This design comes from an exercise in tuning for small area on the open sky130 flow, not from production work.
Only simulation tests tie the RTL to the original design; equivalence was not proved.
No activity file was given, so power comes from the tool's default toggle rates.

==> nickel <==
Design csr_unit, start of the top module:
module csr_unit (
    input  logic               clk,
    input  logic               rst,
    input  logic               valid_wb,
    input  logic               csr_we_wb,
    input  csr_pkg::csr_addr_t csr_addr_wb,
    input  csr_pkg::xlen_t     csr_val_wb,
    input  csr_pkg::csr_addr_t csr_addr_id,
    input  csr_pkg::xlen_t     pc_wb,
    input  logic [1:0]         csr_ret_wb,
    input  csr_pkg::except_t   except_wb,
    output csr_pkg::xlen_t     csr_val_id,
    output csr_pkg::xlen_t     pc_csr,
    output csr_pkg::priv_e     priv,
    output logic               switch_mode
);
    logic [4:0]  plain_en;
    logic [5:0]  trap_t;
    logic [5:0]  trap_w;
    logic [5:0]  trap_h;
    logic [10:0] rd_sel;
    logic [3:0]  pc_sel;
    logic [6:0]  status_rd;
    csr_pkg::xlen_t rd_val;
    csr_pkg::xlen_t stvec, sscratch, sepc, scause, stval;
    csr_pkg::xlen_t mtvec, mscratch, mepc, mcause, mtval;
    csr_pkg::xlen_t medeleg;
    trap_ctrl trap_ctrl_inst (
        .clk        (clk),
        .rst        (rst),
        .valid_wb   (valid_wb),
        .csr_we_wb  (csr_we_wb),
        .csr_addr_wb(csr_addr_wb),
        .csr_val_wb (csr_val_wb),
        .csr_addr_id(csr_addr_id),
        .csr_ret_wb (csr_ret_wb),
        .exc_valid  (except_wb.valid),
        .cause      (except_wb.cause),
        .medeleg    (medeleg),
        .plain_en   (plain_en),
        .trap_t     (trap_t),
        .trap_w     (trap_w),
        .trap_h     (trap_h),
        .rd_sel     (rd_sel),
        .pc_sel     (pc_sel),
        .status_rd  (status_rd),
        .priv       (priv),
        .switch_mode(switch_mode)
    );
    csr_reg64 stvec_r    (.clk(clk), .en(plain_en[0]), .d(csr_val_wb), .q(stvec));
    csr_reg64 sscratch_r (.clk(clk), .en(plain_en[1]), .d(csr_val_wb), .q(sscratch));
    csr_reg64 mtvec_r    (.clk(clk), .en(plain_en[2]), .d(csr_val_wb), .q(mtvec));
    csr_reg64 mscratch_r (.clk(clk), .en(plain_en[3]), .d(csr_val_wb), .q(mscratch));
    csr_reg64 medeleg_r  (.clk(clk), .en(plain_en[4]), .d(csr_val_wb), .q(medeleg));
    csr_trap_reg64 sepc_r   (.clk(clk), .t(trap_t[0]), .w(trap_w[0]), .h(trap_h[0]),
                             .e(except_wb.epc),   .d(csr_val_wb), .q(sepc));
    csr_trap_reg64 scause_r (.clk(clk), .t(trap_t[1]), .w(trap_w[1]), .h(trap_h[1]),
  ...
==> flow/config.mk <==
export PLATFORM = sky130hd
export DESIGN_NAME = csr_unit
export DESIGN_NICKNAME = csr_unit
export VERILOG_FILES = /design/flow/design.v
export SDC_FILE = /design/flow/constraint.sdc
export NUM_CORES = 4
export LEC_CHECK = 0
export CAP_MARGIN = 20
export CORE_MARGIN = 2
export CORE_UTILIZATION = 45
export PLACE_DENSITY = 0.6
export SLEW_MARGIN = 20
export SYNTH_HIERARCHICAL = 1
==> flow/constraint.sdc <==
create_clock -name core_clock -period 7.0 [get_ports {clk}]
set_input_delay 1.4000 -clock core_clock [delete_from_list [all_inputs] [get_ports {clk}]]
set_output_delay 1.4000 -clock core_clock [all_outputs]
set_load 0.01 [all_outputs]
standard.sh (not shown) runs the stock make flow with config.mk's settings and CLKGATE_MAP_FILE= SYNTH_SCRIPT=/design/flow/synth_recipe.tcl, a recipe that flattens the netlist after the stock synthesis.
==> flow/flow/run.sh <==
#!/bin/bash
# The standard ORFS layout (standard.sh), with these changes:
#  - after floorplan, logic gates that synthesis upsized go back to their
#    smallest drive strength (downsize.tcl); later repair re-sizes as needed;
#  - port buffers use the smallest buffer, sky130_fd_sc_hd__buf_1, instead of
#    the resizer's default pick (clkdlybuf4s50_1);
#  - CTS uses clkbuf_8, clusters more flip-flops per leaf buffer and adds no
#    dummy loads.
# Every tool's output goes to a log in this folder; ORFS's own per-step logs
# stay under orfs/logs/.
set -euo pipefail
export POST_FLOORPLAN_TCL="$(pwd)/flow/downsize.tcl"
export BUFFER_PORTS_ARGS="-buffer_cell sky130_fd_sc_hd__buf_1"
export CTS_ARGS="-sink_clustering_enable -repair_clock_nets -dont_use_dummy_load -sink_clustering_size 14 -sink_clustering_max_diameter 45 -buf_list {sky130_fd_sc_hd__clkbuf_8}"
bash standard.sh > standard.log 2>&1
==> flow/flow/downsize.tcl <==
# Synthesis (ABC) upsizes some logic gates for loads it cannot see across
# module boundaries. Put every multi-drive logic gate back to its smallest
# drive strength (same function and pins); the later repair steps upsize or
# buffer again wherever slew, capacitance or timing needs it.
set n 0
foreach inst [get_cells *] {
  set ref [get_property $inst ref_name]
  if { ![regexp {^sky130_fd_sc_hd__([a-z0-9]+)_([0-9]+)$} $ref -> base drive] } { continue }
  if { $drive <= 1 } { continue }
  if { [regexp {^(df|edf|sdf|sedf|dl|clk|buf|conb|tap|fill|decap|diode)} $base] } { continue }
  foreach d {1 0} {
    set cand [get_lib_cells -quiet */sky130_fd_sc_hd__${base}_$d]
    if { [llength $cand] > 0 } {
      replace_cell [get_property $inst full_name] [get_property [lindex $cand 0] name]
      incr n
      break
    }
  }
}
puts "downsize.tcl: resized $n instances to their smallest drive strength"
==> garnet: changes against nickel <==
==> flow/run.sh (new file) <==
#!/bin/bash
# synth_recipe.tcl (not shown) runs the flow's synth.tcl, then flattens the netlist and writes it again
# the make line also repeats each setting of config.mk as NAME=value (left out here)
make -C /OpenROAD-flow-scripts/flow DESIGN_CONFIG=/design/flow/config.mk WORK_HOME=/design/flow/orfs CLKGATE_MAP_FILE= SYNTH_SCRIPT=/design/flow/synth_recipe.tcl finish
--- a/flow/config.mk
+++ b/flow/config.mk
@@ -7,7 +7,6 @@
 export LEC_CHECK = 0
 export CAP_MARGIN = 20
 export CORE_MARGIN = 2
-export CORE_UTILIZATION = 45
-export PLACE_DENSITY = 0.6
+export CORE_UTILIZATION = 40
 export SLEW_MARGIN = 20
 export SYNTH_HIERARCHICAL = 1
removed: flow/flow/run.sh
removed: flow/flow/downsize.tcl
removed: flow/standard.sh
==> tundra: changes against nickel <==
==> flow/flow/run.sh (replaced) <==
#!/bin/bash
# The standard ORFS layout (standard.sh), with two changes:
#  - port buffers use the smallest buffer, sky130_fd_sc_hd__buf_1, instead of
#    the resizer's default pick (clkdlybuf4s50_1);
#  - CTS clusters more flip-flops per leaf buffer and adds no dummy loads.
# Every tool's output goes to a log in this folder; ORFS's own per-step logs
# stay under orfs/logs/.
set -euo pipefail
export BUFFER_PORTS_ARGS="-buffer_cell sky130_fd_sc_hd__buf_1"
export CTS_ARGS="-sink_clustering_enable -repair_clock_nets -dont_use_dummy_load -sink_clustering_size 24 -sink_clustering_max_diameter 70 -buf_list {sky130_fd_sc_hd__clkbuf_4 sky130_fd_sc_hd__clkbuf_8 sky130_fd_sc_hd__clkbuf_16}"
bash standard.sh > standard.log 2>&1
--- a/flow/config.mk
+++ b/flow/config.mk
@@ -7,7 +7,7 @@
 export LEC_CHECK = 0
 export CAP_MARGIN = 20
 export CORE_MARGIN = 2
-export CORE_UTILIZATION = 45
-export PLACE_DENSITY = 0.6
+export CORE_UTILIZATION = 50
+export PLACE_DENSITY = 0.65
 export SLEW_MARGIN = 20
 export SYNTH_HIERARCHICAL = 1
removed: flow/flow/downsize.tcl
==> raven: changes against nickel <==
==> flow/flow/run.sh (replaced) <==
#!/bin/bash
# The standard ORFS layout (standard.sh), with these changes:
#  - after floorplan, logic gates that synthesis upsized go back to their
#    smallest drive strength (downsize.tcl); later repair re-sizes as needed;
#  - port buffers use the smallest buffer, sky130_fd_sc_hd__buf_1, instead of
#    the resizer's default pick (clkdlybuf4s50_1);
#  - CTS uses clkbuf_16, clusters more flip-flops per leaf buffer and adds no
#    dummy loads.
# Every tool's output goes to a log in this folder; ORFS's own per-step logs
# stay under orfs/logs/.
set -euo pipefail
export POST_FLOORPLAN_TCL="$(pwd)/flow/downsize.tcl"
export BUFFER_PORTS_ARGS="-buffer_cell sky130_fd_sc_hd__buf_1"
export CTS_ARGS="-sink_clustering_enable -repair_clock_nets -dont_use_dummy_load -sink_clustering_size 28 -sink_clustering_max_diameter 65 -buf_list {sky130_fd_sc_hd__clkbuf_16}"
bash standard.sh > standard.log 2>&1
==> results.txt <==
                                                                     garnet          tundra          nickel           raven
Met3 wire len                                                      17800 um        19000 um        16500 um        16900 um
Layout Utilization                                                    0.497           0.545           0.490           0.488
Gr usage total                                                        0.316           0.368           0.338           0.336
Crit path launch                                             except_wb[134]  csr_addr_id[3]  except_wb[178]  except_wb[178]
Result of the run                                  timing/DRC/antenna clean  timing/DRC/antenna clean  timing/DRC/antenna clean  timing/DRC/antenna clean
Switch share                                                          0.228           0.236           0.242           0.236
Root buf cell                                                     clkbuf_16       clkbuf_16        clkbuf_8       clkbuf_16
Detailed router's first-iteration violation count                      6341            7070            7310            7346
Met1 track demand over resource in global routing                     0.397           0.469           0.425           0.424
Relative contribution of combinational cells to total power           0.065           0.063           0.061           0.062
Detail-routed via count per cell                                       6.92            7.49            7.23            7.26
Total power of the final layout                                     9.10 mW         7.39 mW         7.49 mW         7.39 mW
Area used by multi-input combinational logic                      9770 um^2       9760 um^2       9610 um^2       9610 um^2
Largest net degree at the start of global routing                       125             193             112             112
Worst setup slack after layout                                     0.268 ns        0.900 ns        0.618 ns        0.478 ns
Final std cells w/o fill                                               3911            3574            3706            3657
Maximum clock skew at final layout                                0.0270 ns       0.0757 ns       0.0860 ns       0.0897 ns
Final design area excluding fillers                              37900 um^2      33500 um^2      33500 um^2      33300 um^2
Met2 global-route usage                                               0.511           0.581           0.547           0.550
Final critical-path share of the clock period                         0.962           0.871           0.912           0.932

port drivers added, routing unchanged:
How much do the figures lean on ideal ports? The routed layouts below were timed once more, with nothing changed but the port constraints. Step 1: set_driving_cell puts a clkbuf_16 on clk and a buf_2 on each other input, an assumption about the parent block. Step 2 also shifts input and output timing later by t, the mid clock arrival at the registers, as if the neighbouring blocks saw the same clock. Three values: no drivers, after step 1, after step 2; two values: the first two.
run | shift t [ns] | slack for setup (ns) | slew at the worst register clock pin (ns) | worst data-port slew with drivers (ns) | cell pins on the clock port's net
nickel | 0.748 | 0.618 / 0.596 / 0.596 | 0.09 / 0.09 | 0.14 | 1
garnet | 0.685 | 0.268 / 0.246 / 0.246 | 0.06 / 0.06 | 0.13 | 1
tundra | 0.648 | 0.900 / 0.878 / 0.878 | 0.10 / 0.10 | 0.12 | 1
raven | 0.664 | 0.478 / 0.456 / 0.456 | 0.11 / 0.11 | 0.14 | 1
After both steps setup and hold are still met in every run listed.
